Context: an optimization exercise on an open-source flow, tuned for small area, a short achievable clock period and few clock cycles. The choices shown serve that exercise and are no tape-out recipe. Where RTL was checked, it was by simulation tests only, not by an equivalence proof against the original. Power and IR drop assume default switching activity.

== JK ==
==> flow/design.v (excerpt) <==
module bmp_pixel_stream_blitter_core (
  input  logic        clk,
  input  logic        rst,
  input  logic        pixels_valid,
  output logic        pixels_ready,
  input  logic [7:0]  pixels_pixel_byte,
  input  logic        pixels_image_start,
  output logic        writes_valid,
  input  logic        writes_ready,
  output logic [25:0] writes_write_address,
  output logic [31:0] writes_write_data,
  output logic        writes_final_write,
  input  logic        cfg_write,
  input  logic [2:0]  cfg_index,
  input  logic [19:0] cfg_data
);
clock: 8.0 ns
lec_check: 0
cap_margin: 20
core_margin: 2
core_utilization: 40
setup_slack_margin: 4.5
slew_margin: 20
run.sh (not shown) runs the stock make flow with config.mk's settings and CLKGATE_MAP_FILE= SYNTH_SCRIPT=/design/flow/synth_recipe.tcl, a recipe that flattens the netlist after the stock synthesis.
Both conditions hold for JK: the flow ran to the end and the final layout passed the timing, DRC and antenna checks.
For MS, these inputs were changed with respect to JK:
Settings: SETUP_SLACK_MARGIN: 4.5 -> unset.
[summary]
Clock network fraction of total power was higher in the run labelled MS.
MS against JK: routed length on met2 decreased by 15% relative to the old numbers, number of cells on the worst reg-to-reg path decreased by 2 relative to the old numbers, internal cell power decreased by about 13% relative to the old numbers, met3 wirelength from detailed routing decreased by 330 µm relative to the old numbers.
Diff JK -> MS: clock network contribution to total cell area essentially unchanged; utilization now smaller.
On switching component of the power, the higher figure sits with JK, not MS.
MS and JK ended up with roughly the same met1 layer usage reported by global route.
Looking at area growth from synthesis to layout, MS sits 18 points lower than JK does.
Non-clock buffer count in the final layout shrinks by more than half when moving from JK to MS.
Function was not checked in any run of this note: the RTL went through the layout flow alone.

* * *

bmp_pixel_stream_blitter_core, a different RTL version from the one above (not shown whole).
Size in the first run: roughly 1700 cells after synthesis, roughly 270 flip-flops.
==> flow/design.v (excerpt) <==
module bmp_pixel_stream_blitter_core (
  input  logic        clk,
  input  logic        rst,
  input  logic        pixels_valid,
  output logic        pixels_ready,
  input  logic [7:0]  pixels_pixel_byte,
  input  logic        pixels_image_start,
  output logic        writes_valid,
  input  logic        writes_ready,
  output logic [25:0] writes_write_address,
  output logic [31:0] writes_write_data,
  output logic        writes_final_write,
  input  logic        cfg_write,
  input  logic [2:0]  cfg_index,
  input  logic [19:0] cfg_data
);
export LEC_CHECK = 0
export CAP_MARGIN = 20
export CORE_MARGIN = 2
export CORE_UTILIZATION = 40
export CTS_BUF_LIST = sky130_fd_sc_hd__clkbuf_16
export CTS_CLUSTER_DIAMETER = 100
export CTS_CLUSTER_SIZE = 20
export SETUP_SLACK_MARGIN = 4.8
export SLEW_MARGIN = 20
create_clock -name core_clock -period 8.0 [get_ports {clk}]
standard.sh (not shown) runs the stock make flow with config.mk's settings and CLKGATE_MAP_FILE= SYNTH_SCRIPT=/design/flow/synth_recipe.tcl, a recipe that flattens the netlist after the stock synthesis.
==> flow/flow/run.sh <==
#!/bin/bash
# The standard layout, with the smallest buffer on every input and output
# port (ORFS picks a delay cell there by default). Each tool's output goes
# to the logs ORFS writes under orfs/logs/; the whole run is also kept in
# flow_run.log.
set -euo pipefail
export BUFFER_PORTS_ARGS="-buffer_cell sky130_fd_sc_hd__buf_1"
bash standard.sh > flow_run.log 2>&1
The first run finished with timing, DRC and antenna clean.
Testbench counts at the start, summed over its fixed seeds: cycles 38,887.
==> next run, changes <==
Settings changed: CTS_BUF_LIST sky130_fd_sc_hd__clkbuf_16 to sky130_fd_sc_hd__clkbuf_8, CTS_CLUSTER_DIAMETER 100 to default, CTS_CLUSTER_SIZE 20 to 30.
=> Sequential share of layout area drops by 0.63 points; via count climbs by 1.7%; die area stays the same.
==> next run, changes <==
==> flow/run.sh (new file) <==
#!/bin/bash
# synth_recipe.tcl (not shown) runs the flow's synth.tcl, then flattens the netlist and writes it again
# the make line also repeats each setting of config.mk as NAME=value (left out here)
make -C /OpenROAD-flow-scripts/flow DESIGN_CONFIG=/design/flow/config.mk WORK_HOME=/design/flow/orfs CLKGATE_MAP_FILE= SYNTH_SCRIPT=/design/flow/synth_recipe.tcl finish
removed: flow/flow/run.sh
removed: flow/standard.sh
Outcome: Final area rises by 2.6%. Die area is unchanged. Core utilization rises by 1.3 points. Via count goes down by 0.40%. Power goes down by 2.5%. Fmax goes down by 0.44%. Wire length rises by 1.0%. Worst setup slack got worse by 0.014 ns. Cell count hardly moves.
==> next run, changes <==
Settings changed: CTS_BUF_LIST sky130_fd_sc_hd__clkbuf_8 to sky130_fd_sc_hd__clkbuf_16, CTS_CLUSTER_DIAMETER from default to 100, CTS_CLUSTER_SIZE 30 to 20.
Result: Utilization went down by 0.91 points. Synthesized cell count stays the same. Routed wire length went down by 0.87%. Power went down by 11%. Cell count went down by 2.3%. Area after synthesis does not change. Via count went down by 1.3%. Sequential share of layout area went up by 0.62 points. Worst setup slack is worse by 0.071 ns. Hold slack is better by 0.0051 ns. Critical path depth went down by 2.

* * *

lane 1:
bmp_pixel_stream_blitter_core, a different RTL version from the one above (not shown whole).
For scale: about 1700 cells after synthesis, ~98 I/O pins, about 14000 um^2 of cells after synthesis.
## bmp_pixel_stream_blitter_core
module bmp_pixel_stream_blitter_core (
  input  logic        clk,
  input  logic        rst,
  input  logic        pixels_valid,
  output logic        pixels_ready,
  input  logic [7:0]  pixels_pixel_byte,
  input  logic        pixels_image_start,
  output logic        writes_valid,
  input  logic        writes_ready,
  output logic [25:0] writes_write_address,
  output logic [31:0] writes_write_data,
  output logic        writes_final_write,
  input  logic        cfg_write,
  input  logic [2:0]  cfg_index,
  input  logic [19:0] cfg_data
);
  logic        c_depth;
  logic [12:0] c_w;        
  logic [12:0] weff;
  logic        c_neg;
  logic [12:0] c_h;        
  logic        c_hp1;
  logic [11:0] c_xo;
  logic [11:0] c_yo;
  logic [12:0] c_px;       
  logic [12:0] c_pitch;
  logic [19:0] c_sh;
  logic        depth_n;
  assign depth_n = rst ? 1'b0 : (cfg_write && cfg_index == 3'd0) ? cfg_data[0] : c_depth;
  assign c_pitch = c_px ^ {13{!c_neg}};
  always_ff @(posedge clk) begin
    if (rst) begin
      c_depth <= 1'b0;
      c_w <= '0;
      c_neg <= 1'b0;
      c_h <= '0;
      c_hp1 <= 1'b0;
      c_xo <= '0;
      c_yo <= '0;
      c_px <= 13'h1ffe;
      c_sh <= '0;
    end else if (cfg_write) begin
      case (cfg_index)
        3'd0: c_depth <= cfg_data[0];
        3'd1: c_w <= cfg_data[12:0];
        3'd2: begin
          c_neg <= cfg_data[13];
          c_px <= c_px ^ {13{c_neg ^ cfg_data[13]}};
          if (cfg_data[13]) begin
            c_h <= cfg_data[12] ? ~cfg_data[12:0] : 13'd4096;
            c_hp1 <= cfg_data[12];
          end else begin
            c_h <= (cfg_data[12] && cfg_data[11:0] != 12'd0) ? 13'd4096 : cfg_data[12:0];
            c_hp1 <= 1'b0;
          end
        end
        3'd3: c_xo <= cfg_data[11:0];
        3'd4: c_yo <= cfg_data[11:0];
        3'd5: c_px <= cfg_data[12:0] ^ {13{!c_neg}};
        3'd6: c_sh <= cfg_data[19:0];
        default: ;
      endcase
    end
  end
  logic trig;
  assign trig = cfg_write && (cfg_index >= 3'd2) && (cfg_index <= 3'd5);
  logic [1:0]  pos;        
  ...
clock: 8.0 ns
lec_check: 0
cap_margin: 20
core_margin: 2
core_utilization: 40
cts_buf_list: sky130_fd_sc_hd__clkbuf_16
cts_cluster_diameter: 100
cts_cluster_size: 20
setup_slack_margin: 4.8
slew_margin: 20
==> flow/flow/run.sh <==
#!/bin/bash
# The standard layout, with the smallest buffer on every input and output
# port (ORFS picks a delay cell there by default). Each tool's output goes
# to the logs ORFS writes under orfs/logs/; the whole run is also kept in
# flow_run.log.
set -euo pipefail
export BUFFER_PORTS_ARGS="-buffer_cell sky130_fd_sc_hd__buf_1"
bash standard.sh > flow_run.log 2>&1
Testbench counts of lane 1, summed over its fixed seeds: cycles 38,979.
Edits applied to the flow inputs when going from lane 1 to lane 2:
Settings: CORE_UTILIZATION: 40 -> 35.
Results
- Lane 1: PASS, flow complete, no timing, DRC or antenna violations
- Lane 2 completed; timing, DRC and antenna clean
- Of the two values seen for end point of the critical path, cnt[3]$_SDFFCE_PP1P_ was produced by lane 1 and rb[11]$_SDFFE_PP0P_ by lane 2.
- Against lane 1, lane 2 reports a height of the die that is higher.
- Changes observed in lane 2 relative to lane 1: worst setup slack grew by 130 ps, total of plain and repair buffers excluding clock buffers grew by 4, wire length grew by 500 um.
- Compare lane 2 and lane 1 | floorplan die width lower: lane 1
- First-pass GRT wire length in lane 2 is about 2.7% above lane 1.

* * *

Setup of fjord:
bmp_pixel_stream_blitter_core, a different RTL version from the one above (not shown whole).
Size: about 270 flip-flops, roughly 98 I/O pins.
## bmp_pixel_stream_blitter_core
module bmp_pixel_stream_blitter_core (
  input  logic        clk,
  input  logic        rst,
  input  logic        pixels_valid,
  output logic        pixels_ready,
  input  logic [7:0]  pixels_pixel_byte,
  input  logic        pixels_image_start,
  output logic        writes_valid,
  input  logic        writes_ready,
  output logic [25:0] writes_write_address,
  output logic [31:0] writes_write_data,
  output logic        writes_final_write,
  input  logic        cfg_write,
  input  logic [2:0]  cfg_index,
  input  logic [19:0] cfg_data
);
clock: 8.0 ns
lec_check: 0
cap_margin: 20
core_margin: 2
core_utilization: 40
cts_buf_list: sky130_fd_sc_hd__clkbuf_16
cts_cluster_diameter: 100
cts_cluster_size: 20
setup_slack_margin: 4.8
slew_margin: 20
run.sh (not shown) runs the stock make flow with config.mk's settings and CLKGATE_MAP_FILE= SYNTH_SCRIPT=/design/flow/synth_recipe.tcl, a recipe that flattens the netlist after the stock synthesis.
Stock flow here: none of the scripts above is used.
The flow did not stop early for fjord: all stages ran, and the layout cleared the timing, DRC and antenna checks.
Testbench counts of fjord, summed over its fixed seeds: cycles 38,979.
#### Input delta (zinc over fjord)
==> flow/flow/run.sh (new file) <==
#!/bin/bash
# The standard layout, with the smallest buffer on every input and output
# port (ORFS picks a delay cell there by default). Each tool's output goes
# to the logs ORFS writes under orfs/logs/; the whole run is also kept in
# flow_run.log.
set -euo pipefail
export BUFFER_PORTS_ARGS="-buffer_cell sky130_fd_sc_hd__buf_1"
bash standard.sh > flow_run.log 2>&1
==> flow/standard.sh (new file) <==
#!/bin/bash
# synth_recipe.tcl (not shown) runs the flow's synth.tcl, then flattens the netlist and writes it again
# the make line also repeats each setting of config.mk as NAME=value (left out here)
make -C /OpenROAD-flow-scripts/flow DESIGN_CONFIG=/design/flow/config.mk WORK_HOME=/design/flow/orfs CLKGATE_MAP_FILE= SYNTH_SCRIPT=/design/flow/synth_recipe.tcl "${@:-finish}"
removed: flow/run.sh
--- outcome ---
The final layout from zinc, which completed every stage, passed the timing, DRC and antenna checks at the end of the flow. Going from fjord to zinc, portion of total power attributed to the clock network went up by 1.0 points; area growth from synthesis to layout went down by 4.2 points; setup slack of the critical path after layout went down by 27 ps; share of cell area taken by multi-input logic gates went up by 1.1 points; routed length per instance went down by 1.8%. Against fjord, fmax in zinc came out worse. On zinc: overall power after layout is 0.86% lower than what fjord gave. zinc has weighted congestion reported at the end of routability-driven placement below what fjord had.

## static timing again, ports no longer ideal
No port has a modelled driver above. Below, the same layouts with a new extraction and two added sets of constraints. Step 1, drivers: a clkbuf_16 drives clk and a buf_2 each remaining input, both assumed. Step 2 times the ports against the registers' clock, not the clock port: input delays grow and output delays shrink by t, the midpoint of the rising clock arrivals with the driver on. a / b / c = no drivers / after step 1 / after step 2; a / b = the first two.
| run | t (ns) | setup slack, ns | worst register clock-pin slew, ns | worst slew at a driven data input, ns |
|---|---|---|---|---|
| JK | 0.587 | 3.532 / 3.532 / 3.498 | 0.06 / 0.06 | 0.06 |
| MS | 0.623 | 2.786 / 2.786 / 2.547 | 0.06 / 0.06 | 0.06 |
| the first run of note 2 | 0.556 | 4.629 / 4.632 / 4.075 | 0.09 / 0.09 | 0.07 |
| the second run of note 2 | 0.659 | 4.748 / 4.748 / 4.106 | 0.07 / 0.07 | 0.07 |
| the third run of note 2 | 0.655 | 4.734 / 4.734 / 4.100 | 0.07 / 0.07 | 0.10 |
| the fourth run of note 2 | 0.546 | 4.663 / 4.663 / 4.149 | 0.09 / 0.09 | 0.09 |
| lane 1 | 0.554 | 4.744 / 4.762 / 4.208 | 0.10 / 0.10 | 0.09 |
| lane 2 | 0.578 | 4.874 / 4.874 / 4.317 | 0.10 / 0.10 | 0.05 |
| fjord | 0.554 | 4.860 / 4.821 / 4.363 | 0.09 / 0.09 | 0.07 |
| zinc | 0.563 | 4.833 / 4.833 / 4.298 | 0.09 / 0.09 | 0.07 |
After both steps setup and hold are still met in every run listed. The setup slack of the second run of note 2, which loses most, moves by 0.000 ns with the drivers and by -0.642 ns with both steps.
